This is an optimization exercise on Yosys and OpenROAD, whose aim is small area, not a production implementation.
Where RTL was checked, it was by simulation tests only, not by an equivalence proof against the original.
Power figures rest on the tool's default switching activity, not on a simulated workload.

Setup of run 1:
## iot_filter_param
module iot_filter_param #(
    parameter int IN_W  = 8,
    parameter int BEATS = 16,
    parameter int WORDS = 8
) (
    input  logic                     clk,
    input  logic                     rst,
    input  logic                     in_en,
    input  logic [IN_W-1:0]          iot_in,
    input  logic [2:0]               fn_sel,
    input  logic [IN_W*BEATS-1:0]    lo_bound,
    input  logic [IN_W*BEATS-1:0]    hi_bound,
    output logic                     busy,
    output logic                     valid,
    output logic [IN_W*BEATS-1:0]    iot_out
);
For scale: ~1800 cells after synthesis, ~400 I/O pins, about 20000 µm² of cells after synthesis.
==> module iot_filter_param, before the edit <==
module iot_filter_param #(
    parameter int IN_W  = 8,
    parameter int BEATS = 16,
    parameter int WORDS = 8
) (
    input  logic                     clk,
    input  logic                     rst,
    input  logic                     in_en,
    input  logic [IN_W-1:0]          iot_in,
    input  logic [2:0]               fn_sel,
    input  logic [IN_W*BEATS-1:0]    lo_bound,
    input  logic [IN_W*BEATS-1:0]    hi_bound,
    output logic                     busy,
    output logic                     valid,
    output logic [IN_W*BEATS-1:0]    iot_out
);
    localparam int WORD_W = IN_W * BEATS;
    localparam int LOG2W  = $clog2(WORDS);
    localparam int BCW    = $clog2(BEATS);
    logic              busy_r;
    logic              valid_r;
    logic [BCW-1:0]    beat_cnt;
    logic [LOG2W-1:0]  word_cnt;
    logic [2:0]        fn;
    logic              peak_vld;
    logic              chg;
    logic              ag, al, bg, bl;
    logic [WORD_W-1:0] acc;
    logic [LOG2W-1:0]  ext;
    logic [LOG2W-1:0]  lowp;
    logic [WORD_W-1:0] lo;
    logic [WORD_W-1:0] hi;
    logic [BEATS-1:0]  cy;      
    logic              accept, rs, beat0, beatl;
    logic [2:0]        fn_e;
    logic              fold_now, fold_e;
    logic              is_max, is_min, is_avg, is_ext, is_rnd, force_b;
    logic [IN_W-1:0]   lo_b, hi_b, at, bt;
    logic              ag0, al0, bg0, bl0, eqa, eqb;
    logic              ag_n, al_n, bg_n, bl_n;
    logic              take;
    logic [IN_W-1:0]   addb;
    logic [IN_W:0]     sum;
    logic [LOG2W:0]    sum_lo;
    logic [IN_W-1:0]   nbyte;
    assign accept   = in_en && !busy_r;
    assign beat0    = (beat_cnt == '0);
    assign beatl    = (beat_cnt == BCW'(BEATS - 1));
    assign rs       = beat0 && (word_cnt == '0);
    assign fold_now = peak_vld && (fn_sel == fn);
    assign fn_e     = rs ? fn_sel : fn;
    assign fold_e   = rs ? fold_now : peak_vld;
    assign is_max   = (fn_e == 3'd1) || (fn_e == 3'd6);
    assign is_min   = (fn_e == 3'd2) || (fn_e == 3'd7);
    assign is_avg   = (fn_e == 3'd3);
    assign is_ext   = (fn_e[2:1] == 2'b10);
    assign is_rnd   = is_max || is_min || is_avg;
    assign force_b  = is_rnd && !fold_e && (word_cnt == '0);
    logic [BEATS-1:0] bsel;
    always_comb begin
        bsel = '0;
        bsel[beat_cnt] = 1'b1;
        lo_b = rs ? lo_bound[WORD_W-1 -: IN_W] : '0;
        hi_b = rs ? hi_bound[WORD_W-1 -: IN_W] : '0;
        for (int k = 0; k < BEATS; k++) begin
            lo_b = lo_b | ({IN_W{bsel[k] && !rs}} & lo[WORD_W-1-IN_W*k -: IN_W]);
            hi_b = hi_b | ({IN_W{bsel[k] && !rs}} & hi[WORD_W-1-IN_W*k -: IN_W]);
        end
    end
    assign at   = is_ext ? lo_b : acc[WORD_W-1 -: IN_W];
    assign bt   = hi_b;
    assign ag0  = !beat0 && ag;
    assign al0  = !beat0 && al;
    assign bg0  = !beat0 && bg;
    assign bl0  = !beat0 && bl;
    assign eqa  = !ag0 && !al0;
    assign eqb  = !bg0 && !bl0;
    assign ag_n = ag0 || (eqa && (iot_in > at));
    assign al_n = al0 || (eqa && (iot_in < at));
    assign bg_n = bg0 || (eqb && (iot_in > bt));
    assign bl_n = bl0 || (eqb && (iot_in < bt));
    assign take  = !is_rnd || force_b || (is_max && ag_n) || (is_min && al_n);
    assign addb   = {(beat0 ? {LOG2W{1'b0}} : lowp), iot_in[IN_W-1:LOG2W]};
    assign sum    = (force_b ? {IN_W{1'b0}} : at) + addb + (!force_b && hi_b[0]);
    assign sum_lo = (force_b ? {LOG2W{1'b0}} : ext) + iot_in[LOG2W-1:0];
    assign nbyte  = is_avg ? sum[IN_W-1:0] : (take ? iot_in : at);
    always_ff @(posedge clk) begin
        if (rst) begin
            busy_r   <= 1'b0;
            valid_r  <= 1'b0;
            beat_cnt <= '0;
            word_cnt <= '0;
            peak_vld <= 1'b0;
        end else begin
            busy_r  <= accept && beatl;
            valid_r <= 1'b0;
            if (accept) begin
                beat_cnt <= beat_cnt + 1'b1;
                if (rs && fn_sel != fn) peak_vld <= 1'b0;
            end
            if (busy_r) begin
                word_cnt <= word_cnt + 1'b1;
                if (fn == 3'd4)
                    valid_r <= ag && bl;
                else if (fn == 3'd5)
                    valid_r <= al || bg;
                else if (word_cnt == LOG2W'(WORDS - 1) && fn != 3'd0)
                    valid_r <= chg;
                if (word_cnt == LOG2W'(WORDS - 1) && fn[2:1] == 2'b11)
                    peak_vld <= 1'b1;
            end
        end
    end
    always_ff @(posedge clk) begin
        if (accept) begin
            ag   <= ag_n;
            al   <= al_n;
            bg   <= bg_n;
            bl   <= bl_n;
            chg  <= (rs ? !fold_now : chg) || (is_max && ag_n) || (is_min && al_n);
            acc  <= {acc[WORD_W-IN_W-1:0], nbyte};
            lowp <= iot_in[LOG2W-1:0];
            if (!rs && is_avg) begin
                for (int q = 0; q < BEATS - 1; q++)
                    if (beat_cnt == BCW'(q + 1)) hi[IN_W*(BEATS-1-q)] <= sum[IN_W];
                if (beatl) hi[0] <= sum_lo[LOG2W];
            end
            if (beatl)
                ext <= sum_lo[LOG2W-1:0];
            if (rs) begin
                fn     <= fn_sel;
                lo     <= lo_bound;
                hi     <= hi_bound;
            end
        end
    end
    logic [BEATS:0]    bc;
    for (genvar k = 0; k < BEATS; k++) begin : g_cy
        assign cy[k] = hi[IN_W*k] && (fn == 3'd3);
    end
    logic [BEATS-1:0]  bg_g, bg_p;
    logic [WORD_W-1:0] tot;
    for (genvar k = 0; k < BEATS; k++) begin : g_gp
        logic [IN_W-1:0] a;
        assign a       = acc[k*IN_W +: IN_W];
        assign bg_g[k] = a[0] & cy[k] & (&a[IN_W-1:1]);
        assign bg_p[k] = (a[0] | cy[k]) & (&a[IN_W-1:1]);
    end
    assign bc[0] = 1'b0;
    for (genvar k = 0; k < BEATS; k++) begin : g_bc
        assign bc[k+1] = bg_g[k] | (bg_p[k] & bc[k]);
    end
    for (genvar k = 0; k < BEATS; k++) begin : g_res
        logic [IN_W-1:0] a;
        logic [IN_W:0]   p;
        logic            c1;
        assign a    = acc[k*IN_W +: IN_W];
        assign c1   = (a[0] & cy[k]) | (bc[k] & (a[0] | cy[k]));
        assign tot[k*IN_W] = a[0] ^ cy[k] ^ bc[k];
        assign p[1] = 1'b1;
        for (genvar m = 1; m < IN_W; m++) begin : g_bit
            assign p[m+1] = p[m] & a[m];
            assign tot[k*IN_W+m] = a[m] ^ (c1 & p[m]);
        end
    end
    assign busy    = busy_r;
    assign valid   = valid_r;
    assign iot_out = valid_r ? tot : '0;
endmodule
Settings: LEC_CHECK=0, ABC_AREA=1, CAP_MARGIN=20, CORE_MARGIN=2, CORE_UTILIZATION=40, PLACE_DENSITY=0.6, SLEW_MARGIN=20; clock period 11.0 ns.
standard.sh (not shown) runs the stock make flow with config.mk's settings and CLKGATE_MAP_FILE= SYNTH_SCRIPT=/design/flow/synth_recipe.tcl, a recipe that flattens the netlist after the stock synthesis.
==> flow/flow/run.sh <==
#!/bin/bash
# Standard ORFS layout (the standard.sh) with the smallest buffer cell on the ports
# and a clock tree without dummy loads.
set -euo pipefail
export BUFFER_PORTS_ARGS="-buffer_cell sky130_fd_sc_hd__buf_1"
export CTS_ARGS="-sink_clustering_enable -repair_clock_nets -buf_list sky130_fd_sc_hd__clkbuf_8 -sink_clustering_size 16 -sink_clustering_max_diameter 80 -dont_use_dummy_load"
bash standard.sh > standard.log 2>&1
Edits applied to the flow inputs when going from run 1 to run 2:
diff --git a/flow/design.v b/flow/design.v
--- a/flow/design.v
+++ b/flow/design.v
@@ -27,13 +27,13 @@
     logic              ag, al, bg, bl;
     logic [WORD_W-1:0] acc;
     logic [LOG2W-1:0]  ext;
     logic [LOG2W-1:0]  lowp;
     logic [WORD_W-1:0] lo;
     logic [WORD_W-1:0] hi;
-    logic [BEATS-1:0]  cy;      
+    logic [BEATS-1:0]  cy;
     logic              accept, rs, beat0, beatl;
     logic [2:0]        fn_e;
     logic              fold_now, fold_e;
     logic              is_max, is_min, is_avg, is_ext, is_rnd, force_b;
     logic [IN_W-1:0]   lo_b, hi_b, at, bt;
     logic              ag0, al0, bg0, bl0, eqa, eqb;
@@ -78,13 +78,13 @@
     assign ag_n = ag0 || (eqa && (iot_in > at));
     assign al_n = al0 || (eqa && (iot_in < at));
     assign bg_n = bg0 || (eqb && (iot_in > bt));
     assign bl_n = bl0 || (eqb && (iot_in < bt));
     assign take  = !is_rnd || force_b || (is_max && ag_n) || (is_min && al_n);
     assign addb   = {(beat0 ? {LOG2W{1'b0}} : lowp), iot_in[IN_W-1:LOG2W]};
-    assign sum    = (force_b ? {IN_W{1'b0}} : at) + addb + (!force_b && hi_b[0]);
+    assign sum    = (force_b ? {IN_W{1'b0}} : at) + addb + (!force_b && cy[BEATS-1]);
     assign sum_lo = (force_b ? {LOG2W{1'b0}} : ext) + iot_in[LOG2W-1:0];
     assign nbyte  = is_avg ? sum[IN_W-1:0] : (take ? iot_in : at);
     always_ff @(posedge clk) begin
         if (rst) begin
             busy_r   <= 1'b0;
             valid_r  <= 1'b0;
@@ -117,30 +117,24 @@
             al   <= al_n;
             bg   <= bg_n;
             bl   <= bl_n;
             chg  <= (rs ? !fold_now : chg) || (is_max && ag_n) || (is_min && al_n);
             acc  <= {acc[WORD_W-IN_W-1:0], nbyte};
             lowp <= iot_in[LOG2W-1:0];
-            if (!rs && is_avg) begin
-                for (int q = 0; q < BEATS - 1; q++)
-                    if (beat_cnt == BCW'(q + 1)) hi[IN_W*(BEATS-1-q)] <= sum[IN_W];
-                if (beatl) hi[0] <= sum_lo[LOG2W];
-            end
+            cy   <= {cy[BEATS-2:1], cy[0] || (is_avg && !beat0 && sum[IN_W]),
+                     is_avg && beatl && sum_lo[LOG2W]};
             if (beatl)
                 ext <= sum_lo[LOG2W-1:0];
             if (rs) begin
                 fn     <= fn_sel;
                 lo     <= lo_bound;
                 hi     <= hi_bound;
             end
         end
     end
     logic [BEATS:0]    bc;
-    for (genvar k = 0; k < BEATS; k++) begin : g_cy
-        assign cy[k] = hi[IN_W*k] && (fn == 3'd3);
-    end
     logic [BEATS-1:0]  bg_g, bg_p;
     logic [WORD_W-1:0] tot;
     for (genvar k = 0; k < BEATS; k++) begin : g_gp
         logic [IN_W-1:0] a;
         assign a       = acc[k*IN_W +: IN_W];
         assign bg_g[k] = a[0] & cy[k] & (&a[IN_W-1:1]);
Comparing run 2 and run 1, the lower met1 wire length was measured on run 2.
Run 2 and run 1 ended up with roughly the same count of non-filler cells in the finished layout.
Run 2 against run 1: count of maximum capacitance violations closely matched the old numbers, combinational share of power now smaller, non-clock buffer total of the final layout decreased by about 2.2% relative to the old numbers, switching fraction of total power decreased by 0.86 points relative to the old numbers.
The RTL of run 1 was laid out without a check of its function.

==> re-timing with driven ports <==
Ports are ideal in the flow. The routed layouts listed here were re-timed in OpenROAD.
Step 1 sets driving cells, clkbuf_16 on the clock port and buf_2 on the other inputs (assumed; they add their load-dependent delay and slew).
Step 2 also shifts input and output timing later by t, the mid clock arrival at the registers, as if the neighbouring blocks saw the same clock.
Three values: no drivers, after step 1, after step 2; two values: the first two.
run | t, ns | slack for setup (ns) | hold slack, ns
run 1 | 0.644 | 3.152 / 3.102 / 3.746 | 0.441 / 0.441 / 0.441
run 2 | 0.639 | 3.809 / 3.758 / 4.397 | 0.456 / 0.456 / 0.456
After both steps every run listed still meets setup and hold.
